Context: an optimization exercise on an open-source flow, tuned for a short achievable clock period and few clock cycles per item. The choices shown serve that exercise and are no tape-out recipe.
The RTL was checked by simulation tests, not by an equivalence proof against the original design.
Power and IR drop assume default switching activity.

## design/flow/constraint.sdc

```tcl
create_clock -name core_clock -period 6.0 [get_ports {clk}]
set_input_delay 1.2000 -clock core_clock [delete_from_list [all_inputs] [get_ports {clk}]]
set_output_delay 1.2000 -clock core_clock [all_outputs]
set_load 0.01 [all_outputs]
```

## design/flow/config.mk

```make
export PLATFORM = sky130hd
export DESIGN_NAME = cpu_top
export DESIGN_NICKNAME = cpu_top
export VERILOG_FILES = /design/flow/design.v
export SDC_FILE = /design/flow/constraint.sdc
export NUM_CORES = 4
export LEC_CHECK = 0
export ABC_CLOCK_PERIOD_IN_PS = 2000
export CAP_MARGIN = 20
export CORE_MARGIN = 2
export CORE_UTILIZATION = 40
export GPL_TIMING_DRIVEN = 1
export SETUP_SLACK_MARGIN = 4.0
export SLEW_MARGIN = 20
```

## design/flow/run.sh

```bash
#!/bin/bash
# synth_recipe.tcl (not shown) runs the flow's synth.tcl, then flattens the netlist and writes it again
# the make line also repeats each setting of config.mk as NAME=value (left out here)
make -C /OpenROAD-flow-scripts/flow DESIGN_CONFIG=/design/flow/config.mk WORK_HOME=/design/flow/orfs CLKGATE_MAP_FILE= SYNTH_SCRIPT=/design/flow/synth_recipe.tcl finish
```

## design/flow/design.v

```verilog
`timescale 1ns/10ps
package isa_pkg;
    localparam int INSTR_W = 18;
    localparam int OPCODE_MSB = 17;
    localparam int OPCODE_LSB = 14;
    localparam int R1_LSB = 10;
    localparam int R2_LSB = 6;
    localparam int R3_LSB = 2;
    localparam int IMM_W = 6;          
    localparam int JUMP_TGT_LSB = 4;   
    typedef enum logic [OPCODE_MSB-OPCODE_LSB:0] {
        OP_ADD     = 4'b0000,
        OP_ADDI    = 4'b0001,
        OP_NOR     = 4'b0010,
        OP_CMP     = 4'b0011,
        OP_AND     = 4'b0100,
        OP_ANDI    = 4'b0101,
        OP_NAND    = 4'b0110,
        OP_ILLEGAL = 4'b0111,   
        OP_LD      = 4'b1000,
        OP_ST      = 4'b1001,
        OP_JE      = 4'b1010,   
        OP_JA      = 4'b1011,   
        OP_JB      = 4'b1100,   
        OP_JAE     = 4'b1101,   
        OP_JBE     = 4'b1110,   
        OP_JUMP    = 4'b1111    
    } opcode_e;
endpackage
`timescale 1ns/10ps
package core_pkg;
    localparam int WORD_W = 18;
    localparam int ADDR_W = 10;       
    localparam int REG_ADDR_W = 4;
    localparam int NUM_REGS = 16;
    typedef enum logic [3:0] {
        S_INIT   = 4'd0,
        S_FETCH  = 4'd1,
        S_DECODE = 4'd2,
        S_ALU    = 4'd3,
        S_CMP    = 4'd4,
        S_LD     = 4'd5,
        S_ST     = 4'd6,
        S_JUMP   = 4'd7,
        S_WRITE  = 4'd8
    } state_e;
    typedef enum logic [1:0] {
        ALU_ADD  = 2'b00,
        ALU_NOR  = 2'b01,
        ALU_AND  = 2'b10,
        ALU_NAND = 2'b11
    } alu_op_e;
endpackage
`timescale 1ns/10ps
module cpu_top (
    input  logic        clk,
    input  logic        reset,
    output logic [9:0]  instr_addr,
    input  logic [17:0] instr_data,
    output logic [9:0]  mem_addr,
    output logic [17:0] mem_wdata,
    output logic        mem_we,
    output logic        mem_re,
    input  logic [17:0] mem_rdata
);
    localparam int PD_LD   = 0;
    localparam int PD_ST   = 1;
    localparam int PD_CMP  = 2;
    localparam int PD_BR   = 3;    
    localparam int PD_JMP  = 4;    
    localparam int PD_WR   = 5;    
    localparam int PD_IMM  = 6;
    localparam int PD_ADD  = 7;    
    localparam int PD_NOR  = 8;
    localparam int PD_AND  = 9;    
    localparam int PD_NAND = 10;
    localparam int PD_CM   = 11;   
    localparam int PD_RX   = 15;   
    localparam int PD_RY   = 19;   
    localparam int PD_W    = 23;
    function automatic logic [PD_W-1:0] predecode(input logic [17:0] w);
        logic [PD_W-1:0] p;
        logic [3:0] op;
        logic       cmp, st;
        op = w[17:14];
        cmp = (op == 4'b0011);
        st  = (op == 4'b1001);
        p = '0;
        p[PD_LD]   = (op == 4'b1000);
        p[PD_ST]   = st;
        p[PD_CMP]  = cmp;
        p[PD_BR]   = op[3] && (op[3:1] != 3'b100);
        p[PD_JMP]  = (op == 4'b1111);
        p[PD_WR]   = (op == 4'b0000) || (op == 4'b0001) || (op == 4'b0010) ||
                     (op == 4'b0100) || (op == 4'b0101) || (op == 4'b0110) ||
                     (op == 4'b1000);
        p[PD_IMM]  = (op == 4'b0001) || (op == 4'b0101);
        p[PD_ADD]  = (op == 4'b0000) || (op == 4'b0001);
        p[PD_NOR]  = (op == 4'b0010);
        p[PD_AND]  = (op == 4'b0100) || (op == 4'b0101);
        p[PD_NAND] = (op == 4'b0110);
        case (op)
            4'b1010: p[PD_CM +: 4] = 4'b0100;   
            4'b1011: p[PD_CM +: 4] = 4'b0001;   
            4'b1100: p[PD_CM +: 4] = 4'b0010;   
            4'b1101: p[PD_CM +: 4] = 4'b0101;   
            4'b1110: p[PD_CM +: 4] = 4'b1110;   
            4'b1111: p[PD_CM +: 4] = 4'b1111;   
            default: p[PD_CM +: 4] = 4'b0000;
        endcase
        p[PD_RX +: 4] = (cmp || st) ? w[13:10] : w[9:6];
        p[PD_RY +: 4] = cmp ? w[9:6] : w[5:2];
        predecode = p;
    endfunction
    function automatic logic reads_x(input logic [17:0] w, input logic [3:0] r);
        logic [3:0] op;
        logic       m1, m2;
        op = w[17:14];
        m1 = (w[13:10] == r);
        m2 = (w[9:6] == r);
        reads_x = ((op == 4'b0011) || (op == 4'b1001)) ? m1 : m2;
    endfunction
    function automatic logic reads_y(input logic [17:0] w, input logic [3:0] r);
        logic [3:0] op;
        logic       m2, m3;
        op = w[17:14];
        m2 = (w[9:6] == r);
        m3 = (w[5:2] == r);
        reads_y = (op == 4'b0011) ? m2 :
                  ((op == 4'b0001) || (op == 4'b0101)) ? 1'b0 : m3;
    endfunction
    function automatic logic [17:0] ks_add(input logic [17:0] a, input logic [17:0] b);
        logic [17:0] p, g, gg, pp, gn, pn;
        p = a ^ b;
        g = a & b;
        gg = g;
        pp = p;
        for (int l = 0; l < 5; l++) begin
            for (int i = 0; i < 18; i++) begin
                if (i >= (1 << l)) begin
                    gn[i] = gg[i] | (pp[i] & gg[i - (1 << l)]);
                    pn[i] = pp[i] & pp[i - (1 << l)];
                end else begin
                    gn[i] = gg[i];
                    pn[i] = pp[i];
                end
            end
            gg = gn;
            pp = pn;
        end
        ks_add = p ^ {gg[16:0], 1'b0};
    endfunction
    function automatic logic tree_lt(input logic [17:0] a, input logic [17:0] b);
        logic [17:0] lt, eq, ltn, eqn;
        lt = ~a & b;
        eq = ~(a ^ b);
        for (int l = 0; l < 5; l++) begin
            for (int i = 0; i < 18; i++) begin
                if (i >= (1 << l)) begin
                    ltn[i] = lt[i] | (eq[i] & lt[i - (1 << l)]);
                    eqn[i] = eq[i] & eq[i - (1 << l)];
                end else begin
                    ltn[i] = lt[i];
                    eqn[i] = eq[i];
                end
            end
            lt = ltn;
            eq = eqn;
        end
        tree_lt = lt[17];
    endfunction
    logic [PD_W-1:0] pd_in;
    assign pd_in = predecode(instr_data);
    logic [9:0]  nxt_q;       
    logic [9:0]  pcI_q;       
    logic        vI_q;
    logic        selM_q, selD_q, selS_q, selN_q;
    logic [9:0]  redirM_q;    
    logic [9:0]  tgtD_q;      
    logic [1:0]  bht [32];
    logic [17:0] ir_q;
    logic [PD_W-1:0] pd_q;
    logic [9:0]  pcD_q;
    logic        vD_q;
    logic        predD_q;     
    logic        fxe_q, fye_q;    
    logic        fxw_q, fyw_q;    
    logic        xs_q, ys_q;      
    logic        vE_q;
    logic [17:0] opX_q, opY_q;
    logic        e_add_q, e_nor_q, e_and_q, e_ld_q, e_st_q, e_cmp_q, e_wr_q;
    logic [3:0]  e_rd_q;
    logic        mis_q;       
    logic        e_cbr_q;     
    logic        e_tk_q;      
    logic [4:0]  e_bi_q;      
    logic        z_q, c_q;
    logic [17:0] res_q;
    logic        w_wr_q;
    logic [3:0]  w_rd_q;
    logic        mem_we_q, mem_re_q;
    logic [9:0]  mem_addr_q;
    logic [17:0] rf [16];
    always_comb begin
        instr_addr = ({10{selM_q}} & redirM_q) | ({10{selD_q}} & tgtD_q) |
                     ({10{selS_q}} & pcI_q)    | ({10{selN_q}} & nxt_q);
    end
    logic [17:0] sum, lres, res;
    logic        eq, lt;
    assign sum  = ks_add(opX_q, opY_q);
    assign lres = e_ld_q  ? mem_rdata :
                  e_nor_q ? ~(opX_q | opY_q) :
                  e_and_q ? (opX_q & opY_q) : ~(opX_q & opY_q);
    assign res  = e_add_q ? sum : lres;
    assign eq   = (opX_q == opY_q);
    assign lt   = tree_lt(opX_q, opY_q);
    logic z_n, c_n;
    assign z_n = (vE_q && e_cmp_q) ? eq : z_q;
    assign c_n = (vE_q && e_cmp_q) ? lt : c_q;
    logic mis, dred, stall;
    assign mis   = mis_q;
    assign dred  = vD_q && predD_q && !mis;
    assign stall = vD_q && pd_q[PD_LD] && vE_q && e_st_q;
    logic taken_n;
    assign taken_n = pd_q[PD_CM + {z_n, c_n}];
    logic vE_n, vD_n;
    assign vE_n = vD_q && !mis && !stall;
    assign vD_n = stall ? vD_q : (vI_q && !mis && !dred);
    logic mis_n;
    assign mis_n = vE_n && pd_q[PD_BR] && (taken_n != predD_q);
    logic [PD_W-1:0] pd_n;
    logic [17:0]     ir_n;
    assign ir_n = stall ? ir_q : instr_data;
    assign pd_n = stall ? pd_q : pd_in;
    logic bht_pred;
    assign bht_pred = bht[pcI_q[4:0]][1];
    logic pred_in;
    assign pred_in = pd_in[PD_JMP] || (pd_in[PD_BR] && bht_pred);
    logic stall_n;
    assign stall_n = !stall && vD_n && pd_in[PD_LD] && vE_n && pd_q[PD_ST];
    logic dsel_n;
    assign dsel_n = !stall && vD_n && pred_in;
    logic [17:0] rfX, rfY, oX, oY, opX_n, opY_n;
    assign rfX = rf[pd_q[PD_RX +: 4]];
    assign rfY = rf[pd_q[PD_RY +: 4]];
    assign oX  = fxe_q ? lres : (fxw_q ? res_q : rfX);
    assign oY  = pd_q[PD_IMM] ? {12'd0, ir_q[5:0]} :
                 fye_q ? lres : (fyw_q ? res_q : rfY);
    assign opX_n = xs_q ? sum : oX;
    assign opY_n = ys_q ? sum : oY;
    logic e_wr_n;
    assign e_wr_n = vE_n && pd_q[PD_WR];
    logic fxe_n, fye_n, fxw_n, fyw_n;
    assign fxe_n = e_wr_n && (stall ? 1'b0 : reads_x(instr_data, ir_q[13:10]));
    assign fye_n = e_wr_n && (stall ? 1'b0 : reads_y(instr_data, ir_q[13:10]));
    assign fxw_n = e_wr_q && (stall ? 1'b0 : reads_x(instr_data, e_rd_q));
    assign fyw_n = e_wr_q && (stall ? 1'b0 : reads_y(instr_data, e_rd_q));
    always_ff @(posedge clk or posedge reset) begin
        if (reset) begin
            nxt_q    <= '0;
            pcI_q    <= '0;
            vI_q     <= 1'b0;
            selM_q   <= 1'b0;
            selD_q   <= 1'b0;
            selS_q   <= 1'b0;
            selN_q   <= 1'b1;
            redirM_q <= '0;
            tgtD_q   <= '0;
            ir_q     <= '0;
            pd_q     <= '0;
            pcD_q    <= '0;
            vD_q     <= 1'b0;
            predD_q  <= 1'b0;
            fxe_q    <= 1'b0;
            fye_q    <= 1'b0;
            fxw_q    <= 1'b0;
            fyw_q    <= 1'b0;
            xs_q     <= 1'b0;
            ys_q     <= 1'b0;
            vE_q     <= 1'b0;
            opX_q    <= '0;
            opY_q    <= '0;
            e_add_q  <= 1'b0;
            e_nor_q  <= 1'b0;
            e_and_q  <= 1'b0;
            e_ld_q   <= 1'b0;
            e_st_q   <= 1'b0;
            e_cmp_q  <= 1'b0;
            e_wr_q   <= 1'b0;
            e_rd_q   <= '0;
            mis_q    <= 1'b0;
            e_cbr_q  <= 1'b0;
            e_tk_q   <= 1'b0;
            e_bi_q   <= '0;
            z_q      <= 1'b0;
            c_q      <= 1'b0;
            res_q    <= '0;
            w_wr_q   <= 1'b0;
            w_rd_q   <= '0;
            mem_we_q <= 1'b0;
            mem_re_q <= 1'b0;
            mem_addr_q <= '0;
        end else begin
            pcI_q  <= instr_addr;
            nxt_q  <= instr_addr + 10'd1;
            vI_q   <= stall ? vI_q : 1'b1;
            selM_q <= mis_n;
            selD_q <= !mis_n && dsel_n;
            selS_q <= stall_n;
            selN_q <= !mis_n && !dsel_n && !stall_n;
            redirM_q <= taken_n ? ir_q[13:4] : pcD_q + 10'd1;
            tgtD_q <= ir_n[13:4];
            if (!stall) begin
                ir_q    <= instr_data;
                pd_q    <= pd_in;
                pcD_q   <= pcI_q;
                predD_q <= pred_in;
            end
            vD_q  <= vD_n;
            fxe_q <= fxe_n;
            fye_q <= fye_n;
            fxw_q <= fxw_n;
            fyw_q <= fyw_n;
            xs_q  <= fxe_n && pd_q[PD_ADD];
            ys_q  <= fye_n && pd_q[PD_ADD];
            vE_q    <= vE_n;
            opX_q   <= opX_n;
            opY_q   <= opY_n;
            e_add_q <= pd_q[PD_ADD];
            e_nor_q <= pd_q[PD_NOR];
            e_and_q <= pd_q[PD_AND];
            e_ld_q  <= pd_q[PD_LD];
            e_st_q  <= pd_q[PD_ST];
            e_cmp_q <= pd_q[PD_CMP];
            e_wr_q  <= e_wr_n;
            e_rd_q  <= ir_q[13:10];
            mis_q   <= mis_n;
            e_cbr_q <= vE_n && pd_q[PD_BR] && !pd_q[PD_JMP];
            e_tk_q  <= taken_n;
            e_bi_q  <= pcD_q[4:0];
            z_q     <= z_n;
            c_q     <= c_n;
            res_q  <= res;
            w_wr_q <= e_wr_q;
            w_rd_q <= e_rd_q;
            mem_we_q   <= vE_n && pd_q[PD_ST];
            mem_re_q   <= vD_n && pd_n[PD_LD] && !mis_n && !stall_n;
            mem_addr_q <= ((vE_n && pd_q[PD_ST]) || stall) ? ir_q[9:0] : instr_data[9:0];
        end
    end
    always_ff @(posedge clk or posedge reset) begin
        if (reset) begin
            for (int i = 0; i < 32; i++) bht[i] <= 2'b10;
        end else if (e_cbr_q) begin
            if (e_tk_q) begin
                if (bht[e_bi_q] != 2'b11) bht[e_bi_q] <= bht[e_bi_q] + 2'b01;
            end else begin
                if (bht[e_bi_q] != 2'b00) bht[e_bi_q] <= bht[e_bi_q] - 2'b01;
            end
        end
    end
    always_ff @(posedge clk or posedge reset) begin
        if (reset) begin
            for (int i = 0; i < 16; i++) rf[i] <= '0;
        end else if (w_wr_q) begin
            rf[w_rd_q] <= res_q;
        end
    end
    assign mem_we    = mem_we_q;
    assign mem_re    = mem_re_q;
    assign mem_addr  = mem_addr_q;
    assign mem_wdata = opX_q;
endmodule
```

==> run_results.csv, run 1 <==
group,metric,value,unit
cts,clkTransAtPathRegs,60,ps
timing,hold-worst-slack,382,ps
synthesis,synth-seq-cells,533,
routing,routed_via_density,6.41,
routing,drc_errors,0,
global_route,overflow,0,
pwr,power.share.sequential,36.8,%
job,cap_viol_max_count,0,
pwr,power_density,485,mW/mm²
timing,grt_setup_unrepaired,"true",
floorplan,start_util,40.3,%
synthesis,post_synth.cell_area_avg,10.7,µm²
cts,clkLatencyLatePin,640,ps
routing,ant_nets,0,
floorplan,fp.dieH,269,µm
critical_path,r2r_setup_slack,3000,ps
synthesis,dominantRegCellSynth,"dfrtp_1",
place,place_area,0.0308,mm²
place,place_congestion,0.948,
global_route,grt_max_degree,68,
timing,hold_viol,0,
cts,cts_tree,"done",
critical_path,r2r-end,"bht[23][1]",
place,place_hpwl,63.3,mm
finish,final_common_cell,"dfrtp_1",
timing,max_freq,333,MHz
finish,nets,3157,
cts,cts_root_buf,"clkbuf_16",
finish,diodes,0,
global_route,grt_usage,30.2,%
global_route,grt_pass1_wl,167,mm
synthesis,synth_edf_count,0,
critical_path,worstPathRequired,6540,ps
critical_path,startpoint_type,"flip-flop",
routing,wl_per_cell,28.6,µm
pwr,internal_power,11700,µW
synthesis,syn_nets,2735,
critical_path,critical_path_class,"reg2reg",
routing,first_pass_iters,10,
synthesis,syn_area,0.0281,mm²
global_route,grt_pass1_vias,25700,
min_path,hold_class,"reg2reg",
synthesis,yosys_warnings,3,
cts,cts_buffer_depth,3,
finish,final_cell_mix,"477 x dfrtp_1, 306 x mux2_2, 285 x buf_4",
global_route,antenna_found_initial,2,
place,io_buffers,77,
critical_path,crit_path_start,"e_bi_q[4]",
critical_path,worstReg2RegStart,"e_bi_q[4]",
floorplan,fp.dieW,269,µm
pwr,p_clk_share,19.5,%
floorplan,core.rowCount,97,
critical_path,worstRegToRegCells,15,
cts,cts_buffers,57,
cts,hold_buffers,0,
run_status,status,"finished clean",
timing,relSlewSlack,25.6,%
timing,clock_skew,32.1,ps
synthesis,ys_types,86,
timing,drv_slew,0,
finish,finalInstanceArea,0.0398,mm²
timing,setup_viol,0,
floorplan,die_area,0.0725,mm²
pwr,leakage,0.0167,µW
finish,drive_above_1_share,47.3,%
cts,cts_sinks,533,
timing,fin_crit_sh,50.0,%
min_path,hold_start,"pd_q[9]",
finish,fin_util,57.0,%
pwr,switching_share,39.4,%
pwr,power.net_switching,7610,µW
pwr,p_comb_share,43.7,%
routing,dr_total_vias,25900,
synthesis,yosysSeqAreaShare,47.5,%
floorplan,io_pins,78,
synthesis,async_reset_ff_share,100,%
critical_path,crit_path_max_fanout,8,
routing,wirelength,116,mm
pwr,ir_drop,0.418,mV
critical_path,critPathCaptureType,"flip-flop",
timing,worstMarginPinSlew,1120,ps
finish,fill_cells,5595,
cts,cts_max_level,2,
finish,area_delta_synth_final,41.5,%
routing,drt_iter0_drc,3253,
floorplan,core_area,0.0699,mm²
min_path,hold_depth,0,
synthesis,netlist_instances,2640,
min_path,hold_end,"e_and_q",
timing,fin_crit,3000,ps
critical_path,worstPathArrival,3540,ps
[metal layers]
metal,wire [µm],share of wire [%],vias up,GRT usage (%)
met1,42600,37,12900,37.6
met2,51300,44,1755,46.2
met4,9100,7.8,2,18.9
li1,-,-,10700,-
met3,12900,11,640,8.83
met5,11,0.0095,-,0
[per-stage QoR]
stage	cells	setup slack [ps]	TNS, ps	power [µW]
2_1_floorplan	2640	-2420	-1222690	10400
4_1_cts	3944	3080	0	18000
3_3_place_gp	3509	1800	0	12100
3_5_place_dp	3509	2040	0	12300
5_1_grt	4050	2930	0	20100
6_report	4050	3000	0	19300
[final cells by class]
cell class / instances / area (µm²) / area share (%)
Multi-Input combinational cell: 1844 / 17000 / 42.7
Clock inverter: 25 / 310 / 0.779
Timing Repair Buffer: 565 / 6010 / 15.1
Tap cell: 940 / 1180 / 2.95
Timing Repair inverter: 1 / 5.00 / 0.0126
Sequential cell: 533 / 13400 / 33.7
Inverter: 60 / 240 / 0.603
Clock buffer: 82 / 1680 / 4.22
[state kept, by name (all words and copies together) (netlist names), 10 cells and up]
| name | flops |
|---|---|
| rf | 288 |
| pd_q | 22 |
| redirM_q | 10 |
| opY_q | 18 |
| res_q | 18 |
| nxt_q | 10 |
| opX_q | 18 |
| tgtD_q | 10 |
| pcD_q | 10 |
| mem_addr_q | 10 |
| bht | 64 |
| pcI_q | 10 |
[critical path: stages (launching register included)]
cell and delay, ps:
dfrtp_2 500, buf_8 170, buf_6 110, nor3b_4 50
buf_6 120, buf_6 110, nand3_2 70, o21ai_2 80
nor4_4 390, a31oi_4 170, buf_6 150, o21ai_4 210
buf_6 190, nand2_8 140, nand3_4 140, mux2_4 300
[how the worst max path moves through the flow]
stage / slack (ps) / end
3_5_place_dp: 2040 / bht[23][1]
6_report: 3000 / bht[23][1]
3_3_place_gp: 1800 / bht[21][1]
2_1_floorplan: -2420 / bht[0][0]
5_1_grt: 2930 / bht[23][1]
4_1_cts: 3080 / instr_addr[3]
[synthesized netlist by cell type (35+ instances only)]
library cell	number	area [µm²]
mux2_2	315	3550
nor2_1	85	319
a22o_1	43	377
o22ai_1	35	219
xor2_1	35	307
ha_1	56	701
nand4_1	45	282
a21oi_1	81	405
mux2i_1	62	621
nand2_1	259	972
o21ai_0	131	656
a22oi_1	173	1300
xnor2_1	41	359
dfrtp_1	500	12500
nand3_1	91	455
clkbuf_1	166	623
inv_1	58	218
[cells by family (layout without fill, tap and decap cells)]
logic type                 Yosys count  count (layout)  synth area share, %
xor gates and xnor gates            76              77                 2.36
and+or+nand+nor                    650             656                 11.7
AOI/OAI and AO/OA                  652             652                 16.1
DFF                                533             533                 47.5
buffers and inverters              270             733                 3.92
adders and majority gates           57              57                 2.56
muxes                              402             402                 15.8
[repair_timing]
| action | in CTS | in global routing |
|---|---|---|
| endpoints found under the setup margin | 941 | 347 |
| setup buffers | 302 | 102 |
| pin swaps | 203 | 177 |
| cloned | 26 | 4 |
| gates resized for setup | 722 | 227 |
[power groups by stage]
stage                     clock (µW)  combinational [µW]  sequential [µW]
final                           3780                8450             7110
after global routing            3960                8900             7230
after CTS                       3800                7330             6910
after detailed placement           0                5350             6950
after global placement             0                5210             6900
after floorplan                    0                4320             6100
Testbench counts, summed over its fixed seeds: cycles 97,696, instrs 84,944.
==> run 2, diff against run 1 <==
--- a/design/flow/design.v
+++ b/design/flow/design.v
@@ -174,15 +174,22 @@
     logic [9:0]  nxt_q;       
     logic [9:0]  pcI_q;       
     logic        vI_q;
-    logic        selM_q, selD_q, selS_q, selN_q;
+    logic        selM_q, selD_q, selS_q, selB_q, selN_q;
     logic [9:0]  redirM_q;    
     logic [9:0]  tgtD_q;      
     logic [1:0]  bht [32];
+    logic        btb_v [8];
+    logic        btb_j [8];       
+    logic [6:0]  btb_tag [8];     
+    logic [9:0]  btb_tgt [8];
+    logic [9:0]  tgtB_q;          
     logic [17:0] ir_q;
     logic [PD_W-1:0] pd_q;
     logic [9:0]  pcD_q;
     logic        vD_q;
     logic        predD_q;     
+    logic        bpD_q;       
+    logic [9:0]  btgtD_q;     
     logic        fxe_q, fye_q;    
     logic        fxw_q, fyw_q;    
     logic        xs_q, ys_q;      
@@ -194,6 +201,11 @@
     logic        e_cbr_q;     
     logic        e_tk_q;      
     logic [4:0]  e_bi_q;      
+    logic        e_tbr_q;     
+    logic        e_bad_q;     
+    logic        e_jmp_q;
+    logic [9:0]  e_pc_q;
+    logic [9:0]  e_tgt_q;
     logic        z_q, c_q;
     logic [17:0] res_q;
     logic        w_wr_q;
@@ -203,7 +215,8 @@
     logic [17:0] rf [16];
     always_comb begin
         instr_addr = ({10{selM_q}} & redirM_q) | ({10{selD_q}} & tgtD_q) |
-                     ({10{selS_q}} & pcI_q)    | ({10{selN_q}} & nxt_q);
+                     ({10{selS_q}} & pcI_q)    | ({10{selB_q}} & tgtB_q) |
+                     ({10{selN_q}} & nxt_q);
     end
     logic [17:0] sum, lres, res;
     logic        eq, lt;
@@ -219,15 +232,17 @@
     assign c_n = (vE_q && e_cmp_q) ? lt : c_q;
     logic mis, dred, stall;
     assign mis   = mis_q;
-    assign dred  = vD_q && predD_q && !mis;
+    assign dred  = vD_q && predD_q && !bpD_q && !mis;
     assign stall = vD_q && pd_q[PD_LD] && vE_q && e_st_q;
     logic taken_n;
     assign taken_n = pd_q[PD_CM + {z_n, c_n}];
     logic vE_n, vD_n;
     assign vE_n = vD_q && !mis && !stall;
     assign vD_n = stall ? vD_q : (vI_q && !mis && !dred);
+    logic bad;
+    assign bad = bpD_q && (!pd_q[PD_BR] || ir_q[13:4] != btgtD_q);
     logic mis_n;
-    assign mis_n = vE_n && pd_q[PD_BR] && (taken_n != predD_q);
+    assign mis_n = vE_n && ((pd_q[PD_BR] && (taken_n != predD_q)) || bad);
     logic [PD_W-1:0] pd_n;
     logic [17:0]     ir_n;
     assign ir_n = stall ? ir_q : instr_data;
@@ -239,7 +254,12 @@
     logic stall_n;
     assign stall_n = !stall && vD_n && pd_in[PD_LD] && vE_n && pd_q[PD_ST];
     logic dsel_n;
-    assign dsel_n = !stall && vD_n && pred_in;
+    assign dsel_n = !stall && vD_n && pred_in && !selB_q;
+    logic [2:0] bix;
+    logic       hit;
+    assign bix = nxt_q[2:0];
+    assign hit = selN_q && btb_v[bix] && btb_tag[bix] == nxt_q[9:3] &&
+                 (btb_j[bix] || bht[nxt_q[4:0]][1]);
     logic [17:0] rfX, rfY, oX, oY, opX_n, opY_n;
     assign rfX = rf[pd_q[PD_RX +: 4]];
     assign rfY = rf[pd_q[PD_RY +: 4]];
@@ -263,7 +283,9 @@
             selM_q   <= 1'b0;
             selD_q   <= 1'b0;
             selS_q   <= 1'b0;
+            selB_q   <= 1'b0;
             selN_q   <= 1'b1;
+            tgtB_q   <= '0;
             redirM_q <= '0;
             tgtD_q   <= '0;
             ir_q     <= '0;
@@ -271,6 +293,8 @@
             pcD_q    <= '0;
             vD_q     <= 1'b0;
             predD_q  <= 1'b0;
+            bpD_q    <= 1'b0;
+            btgtD_q  <= '0;
             fxe_q    <= 1'b0;
             fye_q    <= 1'b0;
             fxw_q    <= 1'b0;
@@ -292,6 +316,11 @@
             e_cbr_q  <= 1'b0;
             e_tk_q   <= 1'b0;
             e_bi_q   <= '0;
+            e_tbr_q  <= 1'b0;
+            e_bad_q  <= 1'b0;
+            e_jmp_q  <= 1'b0;
+            e_pc_q   <= '0;
+            e_tgt_q  <= '0;
             z_q      <= 1'b0;
             c_q      <= 1'b0;
             res_q    <= '0;
@@ -307,14 +336,18 @@
             selM_q <= mis_n;
             selD_q <= !mis_n && dsel_n;
             selS_q <= stall_n;
-            selN_q <= !mis_n && !dsel_n && !stall_n;
+            selB_q <= !mis_n && !dsel_n && !stall_n && hit;
+            selN_q <= !mis_n && !dsel_n && !stall_n && !hit;
+            tgtB_q <= btb_tgt[bix];
             redirM_q <= taken_n ? ir_q[13:4] : pcD_q + 10'd1;
             tgtD_q <= ir_n[13:4];
             if (!stall) begin
                 ir_q    <= instr_data;
                 pd_q    <= pd_in;
                 pcD_q   <= pcI_q;
-                predD_q <= pred_in;
+                predD_q <= pred_in || selB_q;
+                bpD_q   <= selB_q;
+                btgtD_q <= tgtB_q;
             end
             vD_q  <= vD_n;
             fxe_q <= fxe_n;
@@ -338,6 +371,11 @@
             e_cbr_q <= vE_n && pd_q[PD_BR] && !pd_q[PD_JMP];
             e_tk_q  <= taken_n;
             e_bi_q  <= pcD_q[4:0];
+            e_tbr_q <= vE_n && pd_q[PD_BR] && taken_n;
+            e_bad_q <= vE_n && bpD_q && !pd_q[PD_BR];
+            e_jmp_q <= pd_q[PD_JMP];
+            e_pc_q  <= pcD_q;
+            e_tgt_q <= ir_q[13:4];
             z_q     <= z_n;
             c_q     <= c_n;
             res_q  <= res;
@@ -351,11 +389,35 @@
     always_ff @(posedge clk or posedge reset) begin
         if (reset) begin
             for (int i = 0; i < 32; i++) bht[i] <= 2'b10;
-        end else if (e_cbr_q) begin
-            if (e_tk_q) begin
-                if (bht[e_bi_q] != 2'b11) bht[e_bi_q] <= bht[e_bi_q] + 2'b01;
-            end else begin
-                if (bht[e_bi_q] != 2'b00) bht[e_bi_q] <= bht[e_bi_q] - 2'b01;
+        end else begin
+            for (int i = 0; i < 32; i++) begin
+                if (e_cbr_q && e_bi_q == 5'(i)) begin
+                    if (e_tk_q) bht[i] <= {bht[i][1] | bht[i][0], bht[i][1] | ~bht[i][0]};
+                    else        bht[i] <= {bht[i][1] & bht[i][0], bht[i][1] & ~bht[i][0]};
+                end
+            end
+        end
+    end
+    always_ff @(posedge clk or posedge reset) begin
+        if (reset) begin
+            for (int i = 0; i < 8; i++) begin
+                btb_v[i]   <= 1'b0;
+                btb_j[i]   <= 1'b0;
+                btb_tag[i] <= '0;
+                btb_tgt[i] <= '0;
+            end
+        end else begin
+            for (int i = 0; i < 8; i++) begin
+                if (e_pc_q[2:0] == 3'(i)) begin
+                    if (e_tbr_q) begin
+                        btb_v[i]   <= 1'b1;
+                        btb_j[i]   <= e_jmp_q;
+                        btb_tag[i] <= e_pc_q[9:3];
+                        btb_tgt[i] <= e_tgt_q;
+                    end else if (e_bad_q) begin
+                        btb_v[i]   <= 1'b0;
+                    end
+                end
             end
         end
     end
==> run 2 against run 1 <==
Clock power rose by about 30%. Utilization fell by 5.1 points. Synthesized cell count rose by 30%. Setup slack got worse by 320 ps. Routed wire length rose by 19%. Sequential share of layout area rose by 4.4 points.
==> run_results.csv, run 2 <==
group,metric,value,unit
routing,routed_via_density,6.18,
routing,wl_per_cell,27.3,µm
routing,ant_nets,0,
pwr,power.share.sequential,39.7,%
routing,dr_total_vias,31200,
pwr,internal_power,13900,µW
cts,cts_buffers,78,
place,io_buffers,77,
cts,hold_buffers,0,
critical_path,critical_path_class,"reg2reg",
synthesis,synth_area_leaders,"dfrtp_1 46%, mux2_2 12%, a22oi_1 3.3%",
critical_path,critPathCaptureType,"flip-flop",
timing,fin_crit_sh,55.4,%
cts,cts_sinks,721,
global_route,grt_pass1_vias,30400,
synthesis,yosysMostFrequentCell,"dfrtp_1",
pwr,leakage,0.0203,µW
min_path,hold_depth,0,
pwr,ir_drop,0.272,mV
synthesis,synth_top_area_cell,"dfrtp_1",
cts,clkLatencyLatePin,650,ps
floorplan,fp.dieW,308,µm
critical_path,worstPathRequired,6530,ps
timing,relSlewSlack,41.1,%
timing,max_freq,301,MHz
floorplan,core_area,0.0918,mm²
synthesis,netlist_instances,3445,
finish,drive_above_1_share,35.4,%
synthesis,ys_top_cells_by_count,"688 x dfrtp_1, 400 x mux2_2, 324 x nand2_1",
finish,largest_reg_flops,288,
global_route,overflow,0,
pwr,p_comb_share,38.4,%
synthesis,yosys_warnings,7,
place,place_hpwl,81.3,mm
timing,final.setup.tns,0,ps
finish,area_delta_synth_final,28.4,%
timing,hold-worst-slack,387,ps
synthesis,yosys.area.top_type_share,46.4,%
timing,setup_viol,0,
timing,worstMarginPinSlew,870,ps
timing,clock_skew,19.4,ps
synthesis,post_synth.cell_area_avg,10.8,µm²
min_path,hold_class,"reg2reg",
global_route,grt_pass1_wl,201,mm
critical_path,crit_path_max_fanout,5,
timing,drv_slew,0,
synthesis,synth_edf_count,0,
pwr,power.net_switching,8530,µW
synthesis,async_reset_ff_share,100,%
timing,grt_setup_unrepaired,"true",
global_route,antenna_found_initial,0,
critical_path,worstRegToRegCells,10,
floorplan,io_pins,78,
pwr,switching_share,38.0,%
cts,cts_max_level,3,
global_route,grt_usage,28.4,%
timing,hold_viol,0,
cts,cts_tree,"done",
finish,top_regs,"rf: 288 flops, btb_tgt: 80 flops, bht: 64 flops",
finish,nets,3834,
floorplan,start_util,40.4,%
timing,fin_crit,3320,ps
cts,cts_buffer_depth,3,
critical_path,startpoint_type,"flip-flop",
synthesis,syn_nets,3540,
pwr,power_density,472,mW/mm²
floorplan,fp.dieH,308,µm
routing,first_pass_iters,10,
place,post-place-ws,1960,ps
synthesis,syn_area,0.0371,mm²
routing,drt_iter0_drc,4051,
floorplan,die_area,0.0951,mm²
routing,wirelength,138,mm
pwr,p_clk_share,21.9,%
floorplan,core.rowCount,111,
synthesis,ys_types,89,
timing,setup_ws,2680,ps
global_route,grt_max_degree,79,
finish,final_cell_mix,"663 x dfrtp_1, 398 x mux2_2, 310 x nand2_1",
finish,regMostFlops,"rf",
job,cap_viol_max_count,0,
critical_path,worstPathArrival,3850,ps
synthesis,dominantRegCellSynth,"dfrtp_1",
routing,drc_errors,0,
place,place_congestion,0.946,
finish,final_common_cell,"dfrtp_1",
run_status,status,"finished clean",
synthesis,synth-seq-cells,721,
cts,cts_root_buf,"clkbuf_16",
cts,clkTransAtPathRegs,60,ps
synthesis,yosysSeqAreaShare,48.8,%
## run 2: final timing paths
check	start	to	slack (ps)
max	opX_q[17]	mis_q	2680
min	e_wr_q	w_wr_q	390
max reg2reg	opX_q[17]	mis_q	2680
min reg2reg	e_wr_q	w_wr_q	390
max in group asynchronous	reset	pd_q[22]	4250
min in group asynchronous	reset	btb_v[4]	910
## run 2: per-layer routing
| layer | track usage, % | vias up | wire [µm] |
|---|---|---|---|
| met5 | 0 | - | 0 |
| met4 | 16.5 | 0 | 9450 |
| met3 | 6.32 | 540 | 12100 |
| met2 | 43.7 | 1773 | 61600 |
| met1 | 36.7 | 15600 | 54500 |
| li1 | - | 13300 | - |
## run 2: repair_timing
action,in CTS,in global routing
resized for setup,586,144
endpoints found under the setup margin,1135,213
cloned,16,1
buffers inserted,214,82
pin swaps,155,137
## run 2: power by group through the flow
| stage | combinational (µW) | clock (µW) | sequential (µW) |
|---|---|---|---|
| CTS | 7890 | 4970 | 8780 |
| finish | 8620 | 4920 | 8920 |
| floorplan | 5090 | 0 | 7840 |
| detailed placement | 6530 | 0 | 8810 |
| global route | 9170 | 5170 | 9070 |
| global placement | 6440 | 0 | 8800 |
## run 2: area by class of cell
type	count	area, µm²
timing repair inverter	1	5.00
clock buffer	119	2260
inverter	89	343
antenna	2	5.00
timing repair buffer	465	5180
multi-input combinational	2383	19800
sequential	721	18100
fill	7931	44200
tap	1243	1560
clock inverter	22	302
## run 2: cell families after synthesis
group	Yosys count	share of synthesized area, %
xor gates and xnor gates	85	2.01
AOI/OAI and AO/OA	808	14.9
DFF	721	48.8
buffers and inverters	343	3.49
muxes	570	17.5
adders and majority gates	57	1.94
and+or+nand+nor	861	11.4
## run 2: metrics by stage
step	power [µW]	area [µm²]	utilization (%)	cells
after detailed placement	15300	39800	43.4	4589
final	22500	47600	51.9	5045
after floorplan	12900	38100	-	3445
after global placement	15200	39800	43.4	4589
after CTS	21600	46400	50.5	4960
after global routing	23400	47600	51.9	5043
## run 2: critical path, stage by stage (launching register included)
cell,delay (ps)
dfrtp_1,400
inv_2,90
ha_4,210
or4_4,530
or4b_4,520
o31a_1,290
clkinv_2,90
mux2_4,290
nand4_1,90
or3b_4,470
or2_1,240
Testbench counts of run 2, summed over its fixed seeds: cycles 92,650, instrs 84,944.
==> run 3, diff against run 2 <==
--- a/design/flow/design.v
+++ b/design/flow/design.v
@@ -171,18 +171,15 @@
     endfunction
     logic [PD_W-1:0] pd_in;
     assign pd_in = predecode(instr_data);
-    logic [9:0]  nxt_q;       
+    logic [9:0]  fa_q;        
     logic [9:0]  pcI_q;       
     logic        vI_q;
-    logic        selM_q, selD_q, selS_q, selB_q, selN_q;
-    logic [9:0]  redirM_q;    
-    logic [9:0]  tgtD_q;      
+    logic        selB_q;      
     logic [1:0]  bht [32];
     logic        btb_v [8];
     logic        btb_j [8];       
     logic [6:0]  btb_tag [8];     
     logic [9:0]  btb_tgt [8];
-    logic [9:0]  tgtB_q;          
     logic [17:0] ir_q;
     logic [PD_W-1:0] pd_q;
     logic [9:0]  pcD_q;
@@ -213,11 +210,7 @@
     logic        mem_we_q, mem_re_q;
     logic [9:0]  mem_addr_q;
     logic [17:0] rf [16];
-    always_comb begin
-        instr_addr = ({10{selM_q}} & redirM_q) | ({10{selD_q}} & tgtD_q) |
-                     ({10{selS_q}} & pcI_q)    | ({10{selB_q}} & tgtB_q) |
-                     ({10{selN_q}} & nxt_q);
-    end
+    assign instr_addr = fa_q;
     logic [17:0] sum, lres, res;
     logic        eq, lt;
     assign sum  = ks_add(opX_q, opY_q);
@@ -257,9 +250,18 @@
     assign dsel_n = !stall && vD_n && pred_in && !selB_q;
     logic [2:0] bix;
     logic       hit;
-    assign bix = nxt_q[2:0];
-    assign hit = selN_q && btb_v[bix] && btb_tag[bix] == nxt_q[9:3] &&
-                 (btb_j[bix] || bht[nxt_q[4:0]][1]);
+    assign bix = fa_q[2:0];
+    assign hit = btb_v[bix] && btb_tag[bix] == fa_q[9:3] &&
+                 (btb_j[bix] || bht[fa_q[4:0]][1]);
+    logic [9:0] redir_n, fa_n;
+    assign redir_n = taken_n ? ir_q[13:4] : pcD_q + 10'd1;
+    always_comb begin
+        if (mis_n)        fa_n = redir_n;
+        else if (dsel_n)  fa_n = ir_n[13:4];
+        else if (stall_n) fa_n = fa_q;
+        else if (hit)     fa_n = btb_tgt[bix];
+        else              fa_n = fa_q + 10'd1;
+    end
     logic [17:0] rfX, rfY, oX, oY, opX_n, opY_n;
     assign rfX = rf[pd_q[PD_RX +: 4]];
     assign rfY = rf[pd_q[PD_RY +: 4]];
@@ -277,17 +279,10 @@
     assign fyw_n = e_wr_q && (stall ? 1'b0 : reads_y(instr_data, e_rd_q));
     always_ff @(posedge clk or posedge reset) begin
         if (reset) begin
-            nxt_q    <= '0;
+            fa_q     <= '0;
             pcI_q    <= '0;
             vI_q     <= 1'b0;
-            selM_q   <= 1'b0;
-            selD_q   <= 1'b0;
-            selS_q   <= 1'b0;
             selB_q   <= 1'b0;
-            selN_q   <= 1'b1;
-            tgtB_q   <= '0;
-            redirM_q <= '0;
-            tgtD_q   <= '0;
             ir_q     <= '0;
             pd_q     <= '0;
             pcD_q    <= '0;
@@ -330,24 +325,17 @@
             mem_re_q <= 1'b0;
             mem_addr_q <= '0;
         end else begin
-            pcI_q  <= instr_addr;
-            nxt_q  <= instr_addr + 10'd1;
+            fa_q   <= fa_n;
+            pcI_q  <= fa_q;
             vI_q   <= stall ? vI_q : 1'b1;
-            selM_q <= mis_n;
-            selD_q <= !mis_n && dsel_n;
-            selS_q <= stall_n;
             selB_q <= !mis_n && !dsel_n && !stall_n && hit;
-            selN_q <= !mis_n && !dsel_n && !stall_n && !hit;
-            tgtB_q <= btb_tgt[bix];
-            redirM_q <= taken_n ? ir_q[13:4] : pcD_q + 10'd1;
-            tgtD_q <= ir_n[13:4];
             if (!stall) begin
                 ir_q    <= instr_data;
                 pd_q    <= pd_in;
                 pcD_q   <= pcI_q;
                 predD_q <= pred_in || selB_q;
                 bpD_q   <= selB_q;
-                btgtD_q <= tgtB_q;
+                btgtD_q <= fa_q;
             end
             vD_q  <= vD_n;
             fxe_q <= fxe_n;
==> run 3 against run 2 <==
Via count down 5.0%. Sequential share of layout area up 0.84 points. Clock skew down 1.6 ps. Setup slack worse by 64 ps. Critical endpoint is now fa_q[1].
==> run_results.csv, run 3 <==
group,metric,value,unit
timing,drv_slew,0,
timing,hold_viol,0,
timing,fin_crit,3390,ps
cts,cts_buffer_depth,3,
critical_path,crit_path_max_fanout,6,
cts,cts_max_level,3,
floorplan,die_area,0.0923,mm²
min_path,hold_start,"pd_q[2]",
pwr,ir_drop,0.294,mV
place,place_hpwl,72.6,mm
synthesis,post_synth.cell_area_avg,10.8,µm²
cts,clkLatencyLatePin,640,ps
synthesis,synth_edf_count,0,
finish,regMostFlops,"rf",
global_route,grt_pass1_vias,29000,
global_route,overflow,0,
floorplan,core.rowCount,109,
finish,final_cell_mix,"637 x dfrtp_1, 483 x mux2_2, 294 x nand2_1",
synthesis,ys_types,79,
global_route,grt_pass1_wl,190,mm
cts,cts_buffers,75,
synthesis,async_reset_ff_share,100,%
floorplan,core_area,0.0886,mm²
timing,setup_viol,0,
timing,grt_setup_unrepaired,"true",
timing,fin_crit_sh,56.5,%
cts,cts_sinks,698,
critical_path,r2r-end,"fa_q[1]",
min_path,hold_depth,0,
finish,nets,3653,
routing,routed_via_density,6.20,
routing,ant_nets,0,
routing,dr_total_vias,29600,
global_route,grt_usage,27.0,%
critical_path,critical_path_class,"reg2reg",
synthesis,ys_top_cells_by_count,"666 x dfrtp_1, 493 x mux2_2, 300 x nand2_1",
routing,drc_errors,0,
synthesis,synth_area_leaders,"dfrtp_1 46%, mux2_2 15%, a22oi_1 4.3%",
synthesis,synth_top_area_cell,"dfrtp_1",
synthesis,netlist_instances,3342,
timing,max_freq,295,MHz
pwr,power_density,471,mW/mm²
cts,clkTransAtPathRegs,60,ps
routing,drt_iter0_drc,3535,
finish,diodes,0,
job,cap_viol_max_count,0,
finish,top_regs,"rf: 288 flops, btb_tgt: 80 flops, bht: 64 flops",
cts,cts_tree,"done",
global_route,grt_max_degree,113,
timing,final.setup.tns,0,ps
min_path,hold_class,"reg2reg",
floorplan,io_pins,78,
synthesis,synth-seq-cells,698,
routing,first_pass_iters,8,
place,place_congestion,0.902,
timing,hold-worst-slack,376,ps
critical_path,crit_path_start,"opX_q[16]",
timing,worstMarginPinSlew,1020,ps
critical_path,worstPathRequired,6520,ps
floorplan,fp.dieW,304,µm
synthesis,yosys.area.top_type_share,46.4,%
place,io_buffers,77,
critical_path,worstPathArrival,3900,ps
synthesis,syn_area,0.0359,mm²
floorplan,start_util,40.5,%
finish,area_delta_synth_final,25.6,%
synthesis,yosysMostFrequentCell,"dfrtp_1",
finish,largest_reg_flops,288,
critical_path,startpoint_type,"flip-flop",
synthesis,yosysSeqAreaShare,48.7,%
critical_path,r2r_setup_slack,2610,ps
global_route,antenna_found_initial,1,
pwr,leakage,0.0192,µW
synthesis,dominantRegCellSynth,"dfrtp_1",
critical_path,critPathCaptureType,"flip-flop",
synthesis,syn_nets,3444,
routing,wl_per_cell,26.9,µm
min_path,hold_end,"e_cmp_q",
cts,hold_buffers,0,
routing,wirelength,129,mm
timing,relSlewSlack,31.7,%
critical_path,worstRegToRegCells,9,
synthesis,yosys_warnings,7,
floorplan,fp.dieH,304,µm
finish,drive_above_1_share,36.8,%
finish,final_common_cell,"dfrtp_1",
run_status,status,"finished clean",
critical_path,worstReg2RegStart,"opX_q[16]",
timing,clock_skew,17.8,ps
cts,cts_root_buf,"clkbuf_16",
## run 3: changes by cell type in the layout (fill, tap and decap cells not counted), moves of 26 or more
cell,delta
dfrtp_1,-26
a22oi_1,+52
mux2_1,-62
buf_4,-42
nand4_1,+32
mux2_2,+85
## run 3: final cells by class
type / count / area [µm²]
fill: 7714 / 43500
multi-input combinational: 2296 / 18900
sequential: 698 / 17600
timing repair buffer: 393 / 4240
clock buffer: 97 / 2150
tap: 1165 / 1460
clock inverter: 39 / 444
inverter: 86 / 333
timing repair inverter: 1 / 5.00
## run 3: repair_timing
item | in CTS | in global routing
pin swaps | 95 | 79
gates cloned | 7 | 3
resized for setup | 579 | 134
setup buffers | 202 | 34
setup endpoints to repair | 1074 | 295
## run 3: worst max-delay path: stages (launching register included)
cell      delay [ps]
dfrtp_1          410
inv_2             90
ha_4             200
or3_4            390
or4_4            530
o21ai_4          250
mux4_2           600
nand4b_1         260
nand3_4          220
mux2_4           310
## run 3: worst max-delay path by stage
stage | end | slack (ps) | depth (start not counted)
after floorplan | bht[0][0] | -4730 | 1
after detailed placement | fa_q[6] | 1220 | 12
final | fa_q[1] | 2610 | 9
after global placement | fa_q[6] | 1360 | 12
after CTS | fa_q[1] | 2640 | 9
after global routing | fa_q[8] | 2540 | 11
## run 3: power breakdown
part	internal, µW	switching (µW)
sequential	6480	1990
clock	2930	2030
combinational	3900	3940
## run 3: cells by family (layout without fill, tap and decap cells)
family / Yosys count / count (layout) / share of synthesized area (%)
AND/OR/NAND/NOR: 789 / 789 / 11.0
buffers and inverters: 349 / 616 / 3.77
adder cells (fa/ha/maj): 64 / 64 / 2.25
flip-flops: 698 / 698 / 48.7
XOR/XNOR: 80 / 80 / 1.95
multiplexers: 556 / 557 / 17.3
AO/OA/AOI/OAI: 806 / 806 / 15.0
## run 3: through the flow
step	power, µW	util [%]	std cells	cell area, µm²	setup slack [ps]
3_3_place_gp	14300	43.2	4392	38300	1360
4_1_cts	20700	50.1	4738	44400	2640
2_1_floorplan	12200	-	3342	36600	-4730
6_report	21300	50.9	4775	45100	2610
5_1_grt	22200	50.9	4775	45100	2540
3_5_place_dp	14400	43.2	4393	38300	1220
## run 3: layer usage
layer / part of all wire (%) / global-route usage, %
met1: 40 / 35.4
met2: 45 / 42.3
met3: 9.1 / 6.11
met4: 5.5 / 13.2
met5: 0.0086 / 0
Testbench counts of run 3, summed over its fixed seeds: cycles 92,650, instrs 84,944.
==> run 4, diff against run 3 <==
--- a/design/flow/config.mk
+++ b/design/flow/config.mk
@@ -5,7 +5,7 @@
 export SDC_FILE = /design/flow/constraint.sdc
 export NUM_CORES = 4
 export LEC_CHECK = 0
-export ABC_CLOCK_PERIOD_IN_PS = 2000
+export ABC_CLOCK_PERIOD_IN_PS = 1000
 export CAP_MARGIN = 20
 export CORE_MARGIN = 2
 export CORE_UTILIZATION = 40
==> run 4 against run 3 <==
Critical path depth is the same. Combinational power barely moved. Non-clock buffer count unchanged. First-iteration DRC count is the same. Area after synthesis did not move. Setup slack stayed put. Largest power group unchanged. Count of clock-buffer cells in the layout is the same.
==> run_results.csv, run 4 <==
group,metric,value,unit
synthesis,yosys.area.top_type_share,46.4,%
critical_path,worstPathArrival,3900,ps
timing,relSlewSlack,31.7,%
critical_path,critical_path_class,"reg2reg",
timing,fin_crit,3390,ps
routing,first_pass_iters,8,
pwr,leakage,0.0192,µW
place,place_congestion,0.902,
synthesis,yosysMostFrequentCell,"dfrtp_1",
critical_path,cp.depth,9,
routing,wirelength,129,mm
timing,fin_crit_sh,56.5,%
pwr,power.total,21300,µW
global_route,grt_usage,27.0,%
synthesis,ys_types,79,
finish,final_cell_mix,"637 x dfrtp_1, 483 x mux2_2, 294 x nand2_1",
min_path,hold_depth,0,
critical_path,crit_path_max_fanout,6,
synthesis,dominantRegCellSynth,"dfrtp_1",
pwr,ir_drop,0.294,mV
finish,final_common_cell,"dfrtp_1",
cts,cts_sinks,698,
routing,wl_per_cell,26.9,µm
synthesis,post_synth.cell_area_avg,10.8,µm²
finish,top_regs,"rf: 288 flops, btb_tgt: 80 flops, bht: 64 flops",
synthesis,synth_edf_count,0,
routing,ant_nets,0,
critical_path,cpPeakStageDelay,600,ps
timing,clock_skew,17.8,ps
synthesis,synth-seq-cells,698,
cts,clkLatencyLatePin,640,ps
timing,setup_viol,0,
cts,cts_tree,"done",
floorplan,core.rowCount,109,
critical_path,crit_family,"simple AND/OR/NAND/NOR gates",
synthesis,netlist_instances,3342,
finish,diodes,0,
timing,drv_slew,0,
synthesis,synth_area_leaders,"dfrtp_1 46%, mux2_2 15%, a22oi_1 4.3%",
timing,max_freq,295,MHz
floorplan,die_area,0.0923,mm²
synthesis,synth_top_area_cell,"dfrtp_1",
critical_path,worstRegToRegCells,9,
finish,fin_util,50.9,%
critical_path,slowest_stage,"mux4_2",
finish,regMostFlops,"rf",
critical_path,startpoint_type,"flip-flop",
floorplan,io_pins,78,
cts,clkTransAtPathRegs,60,ps
synthesis,async_reset_ff_share,100,%
floorplan,core_area,0.0886,mm²
job,cap_viol_max_count,0,
floorplan,fp.dieW,304,µm
synthesis,syn_nets,3444,
timing,hold_viol,0,
routing,routed_via_density,6.20,
finish,area_delta_synth_final,25.6,%
pwr,power_density,471,mW/mm²
routing,drt_iter0_drc,3535,
synthesis,yosysSeqAreaShare,48.7,%
min_path,hold_class,"reg2reg",
cts,cts_buffers,75,
synthesis,syn_area,0.0359,mm²
cts,hold_buffers,0,
global_route,overflow,0,
global_route,grt_pass1_vias,29000,
timing,grt_setup_unrepaired,"true",
cts,cts_buffer_depth,3,
critical_path,path_buf_inv,1,
place,place_hpwl,72.6,mm
routing,dr_total_vias,29600,
timing,worstMarginPinSlew,1020,ps
critical_path,crit_chain,"inv_2 -> ha_4 -> or3_4 -> or4_4 -> o21ai_4 -> mux4_2 -> nand4b_1 -> nand3_4 -> mux2_4",
finish,nets,3653,
global_route,grt_max_degree,113,
finish,largest_reg_flops,288,
cts,cts_max_level,3,
global_route,grt_pass1_wl,190,mm
place,io_buffers,77,
critical_path,worstPathRequired,6520,ps
synthesis,ys_top_cells_by_count,"666 x dfrtp_1, 493 x mux2_2, 300 x nand2_1",
floorplan,fp.dieH,304,µm
global_route,antenna_found_initial,1,
critical_path,critPathCaptureType,"flip-flop",
finish,drive_above_1_share,36.8,%
routing,drc_errors,0,
cts,cts_root_buf,"clkbuf_16",
floorplan,start_util,40.5,%
synthesis,yosys_warnings,7,
run_status,status,"finished clean",
==> run 4: cell counts in the layout (fill, tap and decap cells not counted) <==
Identical to the previous run, type by type.
==> run 4: where the power goes <==
part	internal [µW]	switching, µW	leakage (µW)	total, µW
Sequential	6480	1990	0.00860	8470
Clock	2930	2030	0.00129	4960
Combinational	3900	3940	0.00928	7840
==> run 4: path summary, 6_finish.rpt <==
check,start,endpoint,slack [ps]
min,pd_q[2],e_cmp_q,380
max in group asynchronous,reset,rf[2][15],4090
max,opX_q[16],fa_q[1],2610
min reg2reg,pd_q[2],e_cmp_q,380
max reg2reg,opX_q[16],fa_q[1],2610
min in group asynchronous,reset,rf[6][15],1120
==> run 4: through the flow <==
| stage | hold WS, ps | setup TNS [ps] | setup slack (ps) | instance area (µm²) | cells |
|---|---|---|---|---|---|
| global route | 389 | 0 | 2540 | 45100 | 4775 |
| floorplan | 352 | -3213640 | -4730 | 36600 | 3342 |
| detailed placement | 365 | 0 | 1220 | 38300 | 4393 |
| global placement | 360 | 0 | 1360 | 38300 | 4392 |
| CTS | 378 | 0 | 2640 | 44400 | 4738 |
| finish | 376 | 0 | 2610 | 45100 | 4775 |
==> run 4: cell type report <==
cell class	count	area, µm²
clock buffers	97	2150
clock inverters	39	444
fillers	7714	43500
inverters	86	333
multi-input cells	2296	18900
flip-flops and latches	698	17600
well taps	1165	1460
repair buffers	393	4240
repair inverters	1	5.00
==> run 4: kinds of logic after synthesis <==
| family | Yosys count | synth area share [%] |
|---|---|---|
| XOR/XNOR | 80 | 1.95 |
| AND/OR/NAND/NOR | 789 | 11.0 |
| buffers and inverters | 349 | 3.77 |
| multiplexers | 556 | 17.3 |
| adder cells (fa/ha/maj) | 64 | 2.25 |
| flip-flops | 698 | 48.7 |
| AO/OA/AOI/OAI | 806 | 15.0 |
==> run 4: what timing repair did <==
| item | CTS | global route |
|---|---|---|
| pin swaps | 95 | 79 |
| gates resized for setup | 579 | 134 |
| gates cloned | 7 | 3 |
| setup buffers | 202 | 34 |
| endpoints found under the setup margin | 1074 | 295 |
==> run 4: metal layers <==
metal / global-route usage [%] / routed length [µm] / vias to the layer above
li1: - / - / 12700
met1: 35.4 / 51400 / 14900
met4: 13.2 / 7050 / 2
met3: 6.11 / 11700 / 388
met5: 0 / 11 / -
met2: 42.3 / 58500 / 1554
==> run 5, diff against run 4 <==
--- a/design/flow/design.v
+++ b/design/flow/design.v
@@ -186,6 +186,7 @@
     logic        vD_q;
     logic        predD_q;     
     logic        bpD_q;       
+    logic [3:0]  mtD_q;       
     logic [9:0]  btgtD_q;     
     logic        fxe_q, fye_q;    
     logic        fxw_q, fyw_q;    
@@ -209,6 +210,7 @@
     logic [3:0]  w_rd_q;
     logic        mem_we_q, mem_re_q;
     logic [9:0]  mem_addr_q;
+    logic [17:0] wdata_q;
     logic [17:0] rf [16];
     assign instr_addr = fa_q;
     logic [17:0] sum, lres, res;
@@ -218,7 +220,7 @@
                   e_nor_q ? ~(opX_q | opY_q) :
                   e_and_q ? (opX_q & opY_q) : ~(opX_q & opY_q);
     assign res  = e_add_q ? sum : lres;
-    assign eq   = (opX_q == opY_q);
+    assign eq   = ~|(opX_q ^ opY_q);
     assign lt   = tree_lt(opX_q, opY_q);
     logic z_n, c_n;
     assign z_n = (vE_q && e_cmp_q) ? eq : z_q;
@@ -234,8 +236,10 @@
     assign vD_n = stall ? vD_q : (vI_q && !mis && !dred);
     logic bad;
     assign bad = bpD_q && (!pd_q[PD_BR] || ir_q[13:4] != btgtD_q);
-    logic mis_n;
-    assign mis_n = vE_n && ((pd_q[PD_BR] && (taken_n != predD_q)) || bad);
+    logic mis_f, mis_n;
+    assign mis_f = (vE_q && e_cmp_q) ? (eq ? mtD_q[2] : (lt ? mtD_q[1] : mtD_q[0])) :
+                                       mtD_q[{z_q, c_q}];
+    assign mis_n = vE_n && (mis_f || bad);
     logic [PD_W-1:0] pd_n;
     logic [17:0]     ir_n;
     assign ir_n = stall ? ir_q : instr_data;
@@ -289,6 +293,7 @@
             vD_q     <= 1'b0;
             predD_q  <= 1'b0;
             bpD_q    <= 1'b0;
+            mtD_q    <= '0;
             btgtD_q  <= '0;
             fxe_q    <= 1'b0;
             fye_q    <= 1'b0;
@@ -324,6 +329,7 @@
             mem_we_q <= 1'b0;
             mem_re_q <= 1'b0;
             mem_addr_q <= '0;
+            wdata_q    <= '0;
         end else begin
             fa_q   <= fa_n;
             pcI_q  <= fa_q;
@@ -334,6 +340,7 @@
                 pd_q    <= pd_in;
                 pcD_q   <= pcI_q;
                 predD_q <= pred_in || selB_q;
+                mtD_q   <= {4{pd_in[PD_BR]}} & (pd_in[PD_CM +: 4] ^ {4{pred_in || selB_q}});
                 bpD_q   <= selB_q;
                 btgtD_q <= fa_q;
             end
@@ -372,6 +379,7 @@
             mem_we_q   <= vE_n && pd_q[PD_ST];
             mem_re_q   <= vD_n && pd_n[PD_LD] && !mis_n && !stall_n;
             mem_addr_q <= ((vE_n && pd_q[PD_ST]) || stall) ? ir_q[9:0] : instr_data[9:0];
+            if (pd_q[PD_ST]) wdata_q <= opX_n;
         end
     end
     always_ff @(posedge clk or posedge reset) begin
@@ -419,5 +427,5 @@
     assign mem_we    = mem_we_q;
     assign mem_re    = mem_re_q;
     assign mem_addr  = mem_addr_q;
-    assign mem_wdata = opX_q;
+    assign mem_wdata = wdata_q;
 endmodule
--- a/design/flow/config.mk
+++ b/design/flow/config.mk
@@ -5,7 +5,7 @@
 export SDC_FILE = /design/flow/constraint.sdc
 export NUM_CORES = 4
 export LEC_CHECK = 0
-export ABC_CLOCK_PERIOD_IN_PS = 1000
+export ABC_CLOCK_PERIOD_IN_PS = 2000
 export CAP_MARGIN = 20
 export CORE_MARGIN = 2
 export CORE_UTILIZATION = 40
==> run 5 against run 4 <==
Final cell count is 7.5% higher. Hold slack improved by 16 ps. Count of clock-buffer cells in the layout is 17 higher. Synthesized cell count up 3.9%. Via count rose by 7.3%. Setup slack improved by 89 ps. Critical path type unchanged. Critical endpoint unchanged.
==> run_results.csv, run 5 <==
group,metric,value,unit
run_status,status,"finished clean",
place,post-place-ws,1330,ps
finish,regMostFlops,"rf",
routing,wirelength,141,mm
routing,first_pass_iters,7,
timing,worstMarginPinSlew,1020,ps
finish,area_delta_synth_final,32.2,%
timing,fin_crit_sh,55.0,%
finish,final_cell_mix,"655 x dfrtp_1, 466 x mux2_2, 328 x nand2_1",
cts,clkLatencyLatePin,650,ps
synthesis,syn_area,0.0371,mm²
finish,final_common_cell,"dfrtp_1",
synthesis,synth-seq-cells,720,
timing,final.setup.tns,0,ps
job,cap_viol_max_count,0,
global_route,grt_pass1_wl,207,mm
critical_path,crit_top_cell,"or4_4",
cts,cts_buffer_depth,3,
floorplan,fp.dieW,309,µm
floorplan,core.rowCount,111,
synthesis,yosys.area.top_type_share,46.4,%
cts,cts_max_level,3,
pwr,ir_drop,0.223,mV
pwr,leakage,0.0211,µW
synthesis,synth_edf_count,0,
place,place_hpwl,77.6,mm
global_route,grt_usage,29.0,%
finish,diodes,0,
timing,relSlewSlack,32.2,%
synthesis,synth_top_area_cell,"dfrtp_1",
synthesis,yosys_warnings,7,
synthesis,netlist_instances,3472,
critical_path,critPathCaptureType,"flip-flop",
critical_path,crit_chain,"inv_2 -> ha_4 -> or4_4 -> or3_4 -> or4_4 -> nand3_2 -> mux2i_4 -> o21ai_4 -> inv_4 -> or4_4 -> o211ai_2",
finish,top_regs,"rf: 288 flops, btb_tgt: 80 flops, bht: 64 flops",
routing,routed_via_density,6.19,
critical_path,startpoint_type,"flip-flop",
floorplan,io_pins,78,
timing,fin_crit,3300,ps
pwr,switching_share,38.3,%
synthesis,ys_types,88,
global_route,grt_max_degree,112,
floorplan,start_util,40.4,%
timing,drv_slew,0,
finish,nets,3933,
synthesis,dominantRegCellSynth,"dfrtp_1",
critical_path,critical_path_class,"reg2reg",
synthesis,ys_top_cells_by_count,"688 x dfrtp_1, 481 x mux2_2, 340 x nand2_1",
timing,max_freq,303,MHz
timing,hold_viol,0,
global_route,antenna_found_initial,1,
timing,grt_setup_unrepaired,"true",
finish,fin_util,53.4,%
floorplan,fp.dieH,309,µm
synthesis,async_reset_ff_share,100,%
place,place_congestion,0.921,
finish,drive_above_1_share,40.3,%
cts,cts_sinks,720,
critical_path,cpPeakStageDelay,540,ps
global_route,overflow,0,
routing,dr_total_vias,31800,
critical_path,slowest_stage,"or4_4",
cts,cts_root_buf,"clkbuf_16",
timing,setup_ws,2700,ps
pwr,p_comb_share,38.6,%
synthesis,syn_nets,3574,
critical_path,crit_path_max_fanout,4,
routing,drc_errors,0,
floorplan,die_area,0.0952,mm²
cts,cts_tree,"done",
finish,largest_reg_flops,288,
timing,clock_skew,31.1,ps
global_route,grt_pass1_vias,31600,
cts,clkTransAtPathRegs,60,ps
floorplan,core_area,0.0918,mm²
routing,ant_nets,0,
pwr,power.net_switching,8670,µW
cts,cts_buffers,79,
place,io_buffers,77,
pwr,power.total,22700,µW
critical_path,worstPathArrival,3870,ps
synthesis,post_synth.cell_area_avg,10.7,µm²
pwr,power.share.sequential,39.1,%
pwr,power_density,462,mW/mm²
routing,wl_per_cell,27.5,µm
synthesis,yosysMostFrequentCell,"dfrtp_1",
timing,setup_viol,0,
synthesis,synth_area_leaders,"dfrtp_1 46%, mux2_2 15%, a22oi_1 4.7%",
pwr,internal_power,14000,µW
synthesis,yosysSeqAreaShare,48.7,%
critical_path,worstPathRequired,6570,ps
pwr,p_clk_share,22.3,%
routing,drt_iter0_drc,4018,
min_path,hold_class,"reg2reg",
-- run 5: cell types whose count changed after synthesis, sizes merged, moves of 12 or more --
| cell | delta |
|---|---|
| a21oi | -14 |
| a22oi | +24 |
| nand3 | -12 |
| mux2 | -12 |
| inv | +16 |
| nand2 | +40 |
| nor3 | +12 |
| dfrtp | +22 |
| mux2i | +17 |
-- run 5: final cells by class --
class                      count  area (µm²)
fill                        7708       42800
multi-input combinational   2383       20200
sequential                   720       18100
timing repair buffer         544        6100
clock buffer                 114        2320
tap                         1243        1560
inverter                     102         398
clock inverter                26         329
timing repair inverter         1        5.00
-- run 5: metrics by stage --
stage | hold WS, ps | std cells | area (µm²)
after global placement | 358 | 4596 | 39600
after global routing | 400 | 5133 | 49000
final | 392 | 5133 | 49000
after floorplan | 352 | 3472 | 37700
after CTS | 390 | 5064 | 47700
after detailed placement | 378 | 4596 | 39600
-- run 5: critical path: cells and delay by family (launching register included) --
family / cells / cell delay, ps
AOI/OAI and AO/OA: 2 / 330
adders and majority gates: 1 / 200
buffers and inverters: 2 / 150
DFF: 1 / 390
muxes: 1 / 90
and+or+nand+nor: 5 / 2040
-- run 5: per-layer routing --
layer  vias up  track usage, %  wire length (µm)
li1      13500               -                 -
met1     15800            36.9             54300
met2      1821            45.1             63500
met3       626            6.84             13400
met4         0            16.9              9910
met5         -               0                 0
-- run 5: power groups by stage --
stage	Combinational, µW	Clock [µW]	Sequential (µW)
floorplan	4890	0	7810
global placement	6150	0	8680
detailed placement	6260	0	8690
CTS	7970	5100	8630
global route	9290	5320	9030
finish	8740	5050	8860
-- run 5: cells by family after synthesis --
kind of cell / after synthesis / share of synthesized area [%]
buf+inv: 370 / 3.84
mux: 562 / 16.9
flops: 720 / 48.7
compound gates: 833 / 15.2
fa+ha+maj: 64 / 2.18
xor+xnor: 84 / 1.98
simple gates: 839 / 11.2
-- run 5: final timing paths --
check,start,endpoint,slack [ps],cells past startpoint
worst max-delay path,opY_q[14],fa_q[1],2700,11
worst min-delay path,pd_q[2],e_cmp_q,390,0
worst max register to register,opY_q[14],fa_q[1],2700,11
worst min register to register,pd_q[2],e_cmp_q,390,0
max in group asynchronous,reset,wdata_q[16],4310,4
min in group asynchronous,reset,bht[4][0],750,2
-- run 5: repair_timing --
item / 4_1_cts / 5_1_grt
pin swaps: 224 / 138
buffers inserted: 308 / 69
gates cloned: 20 / 0
setup endpoints to repair: 1044 / 719
gates resized for setup: 743 / 191
hold buffers: 0 / 0
Testbench counts of run 5, summed over its fixed seeds: cycles 92,650, instrs 84,944.

[what the ideal ports hide]
In the flow no input, the clock included, has a driving cell. The finished layouts below were timed again as built, in two steps. Step 1 sets driving cells, clkbuf_16 on the clock port and buf_2 on the other inputs (assumed; they add their load-dependent delay and slew). Step 2 also shifts input and output timing later by t, the mid clock arrival at the registers, as if the neighbouring blocks saw the same clock. Slacks: ideal / step 1 / step 2; pairs: ideal / step 1.
run | t, ns | setup WS [ns] | hold slack, ns | worst setup path after step 2 | cell pins on the clock port's net
run 1 | 0.690 | 3.000 / 3.000 / 3.000 | 0.382 / 0.382 / 0.382 | register to register | 1
run 2 | 0.706 | 2.676 / 2.646 / 2.676 | 0.387 / 0.387 / 0.387 | register to register | 1
run 3 | 0.697 | 2.612 / 2.612 / 2.612 | 0.376 / 0.376 / 0.376 | register to register | 1
run 4 | 0.697 | 2.612 / 2.612 / 2.612 | 0.376 / 0.376 / 0.376 | register to register | 1
run 5 | 0.715 | 2.701 / 2.701 / 2.328 | 0.392 / 0.392 / 0.392 | input to register | 1
After both steps every run listed still meets setup and hold. The setup slack of run 5, which loses most, moves by 0.000 ns with the drivers and by -0.373 ns with both steps.
